Background: an optimization exercise with open tools, aiming at small area, a short achievable clock period and few clock cycles per item. Do not read the settings as production practice. Function was checked by simulation only, so behaviour that the tests miss may differ from the original.

**constraint.sdc**
```tcl
create_clock -name core_clock -period 11.0 [get_ports {clk}]
set_input_delay 2.2000 -clock core_clock [delete_from_list [all_inputs] [get_ports {clk}]]
set_output_delay 2.2000 -clock core_clock [all_outputs]
set_load 0.01 [all_outputs]
```
**design.v**
```verilog
module fir_mac_seq #(
  parameter int DW    = 16,
  parameter int CW    = 16,
  parameter int TAPS  = 8,
  parameter int SHIFT = 15
) (
  input  logic                      clk,
  input  logic                      reset,
  input  logic                      in_valid,
  output logic                      in_ready,
  input  logic [DW-1:0]             x_in,
  input  logic                      mode,
  input  logic                      coef_we,
  input  logic                      coef_sel,
  input  logic [$clog2(TAPS)-1:0]   coef_addr,
  input  logic [CW-1:0]             coef_data,
  output logic                      coef_err,
  output logic                      out_valid,
  input  logic                      out_ready,
  output logic [DW-1:0]             y_out,
  output logic                      out_sat
);
  localparam int AW   = $clog2(TAPS);
  localparam int PW   = DW + CW;
  localparam int ACCW = DW + CW + AW;
  localparam int SW   = ACCW + 1;
  localparam logic signed [SW-1:0] RND  = {{(SW-1){1'b0}}, 1'b1} << (SHIFT - 1);
  localparam logic signed [SW-1:0] MAXV = {{(SW-DW+1){1'b0}}, {(DW-1){1'b1}}};
  localparam logic signed [SW-1:0] MINV = {{(SW-DW+1){1'b1}}, {(DW-1){1'b0}}};
  typedef enum logic [1:0] {S_IDLE, S_MAC, S_OUT} state_t;
  state_t                 r_state, w_state_next;
  logic signed [DW-1:0]   r_dly  [TAPS];
  logic signed [CW-1:0]   r_coef [2][TAPS];
  logic signed [ACCW-1:0] r_acc;
  logic [AW-1:0]          r_idx;
  logic                   r_mode;
  logic [DW-1:0]          r_y;
  logic                   r_sat;
  logic                   r_coef_err;
  logic                   w_accept, w_last, w_addr_ok, w_coef_ok, w_coef_bad;
  logic signed [PW-1:0]   w_dx, w_cx, w_prod;
  logic signed [ACCW-1:0] w_acc_next;
  logic signed [SW-1:0]   w_sum, w_shr;
  logic                   w_hi, w_lo;
  logic [DW-1:0]          w_y;
  assign w_accept   = in_valid && in_ready;
  assign w_last     = (r_idx == AW'(TAPS - 1));
  assign w_addr_ok  = (int'(coef_addr) < TAPS);
  assign w_coef_ok  = coef_we && in_ready && w_addr_ok;
  assign w_coef_bad = coef_we && !w_coef_ok;
  assign w_dx       = $signed({{CW{r_dly[r_idx][DW-1]}}, r_dly[r_idx]});
  assign w_cx       = $signed({{DW{r_coef[r_mode][r_idx][CW-1]}}, r_coef[r_mode][r_idx]});
  assign w_prod     = w_dx * w_cx;
  assign w_acc_next = r_acc + $signed({{AW{w_prod[PW-1]}}, w_prod});
  assign w_sum = $signed({w_acc_next[ACCW-1], w_acc_next}) + RND;
  assign w_shr = w_sum >>> SHIFT;
  assign w_hi  = (w_shr > MAXV);
  assign w_lo  = (w_shr < MINV);
  assign w_y   = w_hi ? MAXV[DW-1:0] : (w_lo ? MINV[DW-1:0] : w_shr[DW-1:0]);
  always_ff @(posedge clk or posedge reset) begin
    if (reset) r_state <= S_IDLE;
    else       r_state <= w_state_next;
  end
  always_comb begin
    w_state_next = r_state;
    case (r_state)
      S_IDLE:  if (in_valid)  w_state_next = S_MAC;
      S_MAC:   if (w_last)    w_state_next = S_OUT;
      S_OUT:   if (out_ready) w_state_next = S_IDLE;
      default:                w_state_next = S_IDLE;
    endcase
  end
  always_comb begin
    in_ready  = (r_state == S_IDLE);
    out_valid = (r_state == S_OUT);
  end
  always_ff @(posedge clk or posedge reset) begin
    if (reset) begin
      for (int i = 0; i < TAPS; i++) begin
        r_dly[i]     <= '0;
        r_coef[0][i] <= '0;
        r_coef[1][i] <= '0;
      end
      r_acc      <= '0;
      r_idx      <= '0;
      r_mode     <= 1'b0;
      r_y        <= '0;
      r_sat      <= 1'b0;
      r_coef_err <= 1'b0;
    end else begin
      r_coef_err <= w_coef_bad;
      if (w_coef_ok) r_coef[coef_sel][coef_addr] <= coef_data;
      if (w_accept) begin
        r_dly[0] <= x_in;
        for (int i = 1; i < TAPS; i++) r_dly[i] <= r_dly[i-1];
        r_mode <= mode;
        r_acc  <= '0;
        r_idx  <= '0;
      end else if (r_state == S_MAC) begin
        r_acc <= w_acc_next;
        r_idx <= r_idx + AW'(1);
        if (w_last) begin
          r_y   <= w_y;
          r_sat <= w_hi | w_lo;
        end
      end
    end
  end
  assign y_out    = r_y;
  assign out_sat  = r_sat;
  assign coef_err = r_coef_err;
endmodule
```
**run.sh**
```bash
#!/bin/bash
# synth_recipe.tcl (not shown) runs the flow's synth.tcl, then flattens the netlist and writes it again
# the make line also repeats each setting of config.mk as NAME=value (left out here)
make -C /OpenROAD-flow-scripts/flow DESIGN_CONFIG=/design/flow/config.mk WORK_HOME=/design/flow/orfs CLKGATE_MAP_FILE= SYNTH_SCRIPT=/design/flow/synth_recipe.tcl finish
```
**config.mk**
```make
export PLATFORM = sky130hd
export DESIGN_NAME = fir_mac_seq
export DESIGN_NICKNAME = fir_mac_seq
export VERILOG_FILES = /design/flow/design.v
export SDC_FILE = /design/flow/constraint.sdc
export NUM_CORES = 4
export LEC_CHECK = 0
export CAP_MARGIN = 20
export CORE_MARGIN = 2
export CORE_UTILIZATION = 40
export SLEW_MARGIN = 20
```
==> results_dict.tcl <==
set metrics [dict create \
    status "timing/DRC/antenna clean" \
    critical-path-top-delay-family "adder cells" \
    synth_top_family_by_area "adder cells" \
    fp.dieH_um 285 \
    grt.overflow.total 0 \
    path_category_of_the_worst_min_delay_check "reg2reg" \
    number_of_global_route_vias_before_repair 24090 \
    synth_edf_count 0 \
    final_layout_size_suffix_gt1_share_pct 22.2 \
    drt_iter0_markers 1745 \
    yosys.area_share.xor_xnor_pct 1.21 \
    startpoint_type "flop" \
    ys_top_cells_by_area "sky130_fd_sc_hd__dfrtp_1, sky130_fd_sc_hd__fa_1, sky130_fd_sc_hd__mux2_2" \
    grt_pass1_wl_um 139000 \
    fin_crit_sh_pct 93.6 \
    synth_fp_nets 3317 \
    cap_viol_max_count 0 \
    final_net_count 3353 \
    synth_cell_types 92 \
    post-synth-top-area-cell "sky130_fd_sc_hd__dfrtp_1" \
    hold_ws_ns 0.504 \
    drcViolationCount 0 \
    setup_ws_post_layout_ns 0.703 \
    yosys_register_bits 443 \
    grt_setup_unrepaired "no" \
    1st_pass_router_iterations 6 \
    detailed_place_hpwl_um 61100 \
    timing.fmax_ghz 0.0971 \
    sequential_fraction_of_the_synthesis_area_pct 35.1 \
    timing.critical_path.arrival_ns 10.84 \
    die_width_um 285 \
    initial_utilization_pct 40.2 \
    tritoncts "built" \
    wl_per_instance_um 21.4 \
    worst_clock_skew_ns 0.0419 \
    synthFlopType "sky130_fd_sc_hd__dfrtp_1" \
    overall_global_routing_usage_pct 21.8 \
    synth_mux_area_share_pct 15.2 \
    report.final.slew_viol_count 0 \
    placer_s_final_routability_congestion_estimate 0.906 \
    finalHoldViolations 0 \
    setup-violations-final 0 \
    final_std_cells_w_o_fill 3983 \
    synth_cells 2854 \
    post_synthesis_cell_area_um2 31600 \
    die_area_um2 81200 \
    yosys_warnings 3 \
    timing.slew.headroom_pct 23.5 \
    num_rows 103 \
    fraction_of_the_mapped_netlist_area_in_simple_logic_gates_pct 9.20 \
    cts_num_sinks 443 \
    syn2layout_area_growth_pct 12.4 \
    asyncSetResetFlopFracSynth_pct 100 \
    core_region_area_um2 78600 \
    cp_slowest_cell "sky130_fd_sc_hd__and2_1" \
    worst-setup-path-type "reg2reg" \
    cts-resized-gates 0 \
    clk_root_buffer_cell "sky130_fd_sc_hd__clkbuf_16" \
    clock_tree.buffer_depth 3 \
    postRouteWirelength_um 85300 \
    yosys.area_share.adder_pct 24.1 \
    most_common_cell_on_crit_path "sky130_fd_sc_hd__fa_1" \
    yosys_top_cell_area_share_pct 35.1 \
    drt-vias-per-instance 5.50 \
    worst_skew_pair.late_latency_ns 0.65 \
    synth-compound-area-share_pct 8.87 \
    max_slew.worst_pin.slew_ns 1.14 \
    grt_start_max_net_pins 179 \
    io_pins 62 \
    worst_setup_hold_path_clk_slew_ns 0.06 \
    port-buffer-count 61 \
    synth_most_common_cell "sky130_fd_sc_hd__dfrtp_1" \
    setup_tns_ns 0 \
    worstSetupEndpointType "flop" \
    fin_crit_ns 10.30 \
    cts.repair_timing.setup_buffer_count 0 \
    tritoncts.num_buffers 53 \
    placed_instance_count 3885 \
    grt_antenna_before_repair 2 \
    critical_path_required_ns 11.55 \
    dp_worst_setup_slack_ns 0.876 \
    crit_buf_inv 5 \
    crit_fanout 20 \
    synth.avg_cell_area_um2 11.1 \
    max_stage_delay_ns 0.92 \
    antenna_left 0 \
    htree_levels 2 \
    cts_hold_repair.buffers 0 \
    synthTopCellsByCount "sky130_fd_sc_hd__dfrtp_1, sky130_fd_sc_hd__mux2_2, sky130_fd_sc_hd__inv_1" \
    vias 21918 \
]
routing by layer:
layer | track usage [%] | up-vias | share of wire [%]
met1 | 29.8 | 11544 | 44
met3 | 2.93 | 138 | 5.2
met2 | 36.1 | 573 | 48
li1 | - | 9661 | -
met5 | 0 | - | 0.015
met4 | 6.43 | 2 | 3.1
final cells by class:
type	instances	area, um2
clock buffer	72	1520
multi-input combinational	1887	18600
timing repair buffer	134	1190
sequential	443	11100
tap	1050	1310
inverter	371	1400
clock inverter	25	415
antenna	1	2.50
fill	7280	43100
worst reg2reg max path, delay by kind of cell (launching register included):
kind                       cells  cell delay, ns
DFF                            1            0.64
adders and majority gates      7            3.47
AOI/OAI and AO/OA              9            2.40
and+or+nand+nor                7            2.66
xor gates and xnor gates       1            0.53
buffers and inverters          5            0.52
layout by cell type, fill, tap and decap left out, types with 6 or more instances in the layout:
master / count
sky130_fd_sc_hd__clkbuf_16: 53
sky130_fd_sc_hd__or2_2: 13
sky130_fd_sc_hd__a22oi_1: 27
sky130_fd_sc_hd__nor2_1: 208
sky130_fd_sc_hd__nand3_1: 64
sky130_fd_sc_hd__clkbuf_1: 7
sky130_fd_sc_hd__mux2_2: 420
sky130_fd_sc_hd__buf_4: 70
sky130_fd_sc_hd__o22a_1: 18
sky130_fd_sc_hd__a222oi_1: 20
sky130_fd_sc_hd__nor2b_1: 13
sky130_fd_sc_hd__a22o_1: 33
sky130_fd_sc_hd__nand4_1: 30
sky130_fd_sc_hd__bufinv_16: 8
sky130_fd_sc_hd__a21oi_1: 39
sky130_fd_sc_hd__a21o_1: 14
sky130_fd_sc_hd__inv_1: 370
sky130_fd_sc_hd__ha_1: 110
sky130_fd_sc_hd__nand2_1: 191
sky130_fd_sc_hd__and2_1: 13
sky130_fd_sc_hd__a221oi_1: 40
sky130_fd_sc_hd__and3_1: 13
sky130_fd_sc_hd__fa_1: 311
sky130_fd_sc_hd__dfrtp_1: 442
sky130_fd_sc_hd__o211ai_1: 11
sky130_fd_sc_hd__o21a_1: 18
sky130_fd_sc_hd__nand2b_1: 13
sky130_fd_sc_hd__mux2i_1: 7
sky130_fd_sc_hd__nor3_1: 10
sky130_fd_sc_hd__nor2_2: 11
sky130_fd_sc_hd__clkbuf_8: 12
sky130_fd_sc_hd__o21ai_0: 63
sky130_fd_sc_hd__xnor2_1: 31
sky130_fd_sc_hd__o21ai_1: 23
sky130_fd_sc_hd__clkinv_2: 6
sky130_fd_sc_hd__clkdlybuf4s50_1: 61
sky130_fd_sc_hd__xor2_1: 9
cells by family (layout without fill, tap and decap cells):
family	Yosys count	in the layout
and+or+nand+nor	625	625
buffers and inverters	524	602
DFF	443	443
muxes	427	427
adders and majority gates	421	421
AOI/OAI and AO/OA	372	372
xor gates and xnor gates	42	42
other	0	1
final timing paths:
path                           from  depth (start not counted)  slack, ns             end
hold reg to reg            r_acc[0]                          2       0.50        r_acc[0]
setup reg to reg             r_mode                         29       0.70          r_y[1]
setup / recovery             r_mode                         29       0.70          r_y[1]
max in group asynchronous     reset                          4       6.61  r_coef[14][13]
min in group asynchronous     reset                          2       2.10     r_dly[1][3]
hold / removal             r_acc[0]                          2       0.50        r_acc[0]
per-stage QoR:
stage	area (um2)	utilization [%]
final	35500	45.1
after global routing	35500	45.1
after CTS	35500	45.1
after detailed placement	33500	42.7
after global placement	33500	42.7
after floorplan	31600	-
sequential cells by signal, indices dropped and copies added (netlist names):
register	flops
r_y	16
r_sat	1
r_coef_err	1
r_acc	35
r_dly	128
r_mode	1
r_state	2
r_coef	256
r_idx	3
Testbench counts, summed over its fixed seeds: cycles 20,480, items 2,048.

-- static timing again, ports no longer ideal --
Ports are ideal in the flow. The routed layout listed here was re-timed in OpenROAD. Step 1 (the two cells are an assumption about what drives the block):
set clk [get_ports {clk}]
set_driving_cell -lib_cell sky130_fd_sc_hd__clkbuf_16 $clk
set_driving_cell -lib_cell sky130_fd_sc_hd__buf_2 [delete_from_list [all_inputs] $clk]
Step 2 also shifts input and output timing later by t, the mid clock arrival at the registers, as if the neighbouring blocks saw the same clock. Three values: no drivers, after step 1, after step 2; two values: the first two.
shift t [ns]: 0.691
setup slack, ns: 0.703 / 0.703 / 0.703
cell pins on the clock port's net: 1
After both steps setup and hold are still met in this run. For this run, drivers alone change the setup slack by 0.000 ns; drivers and shift together by 0.000 ns.
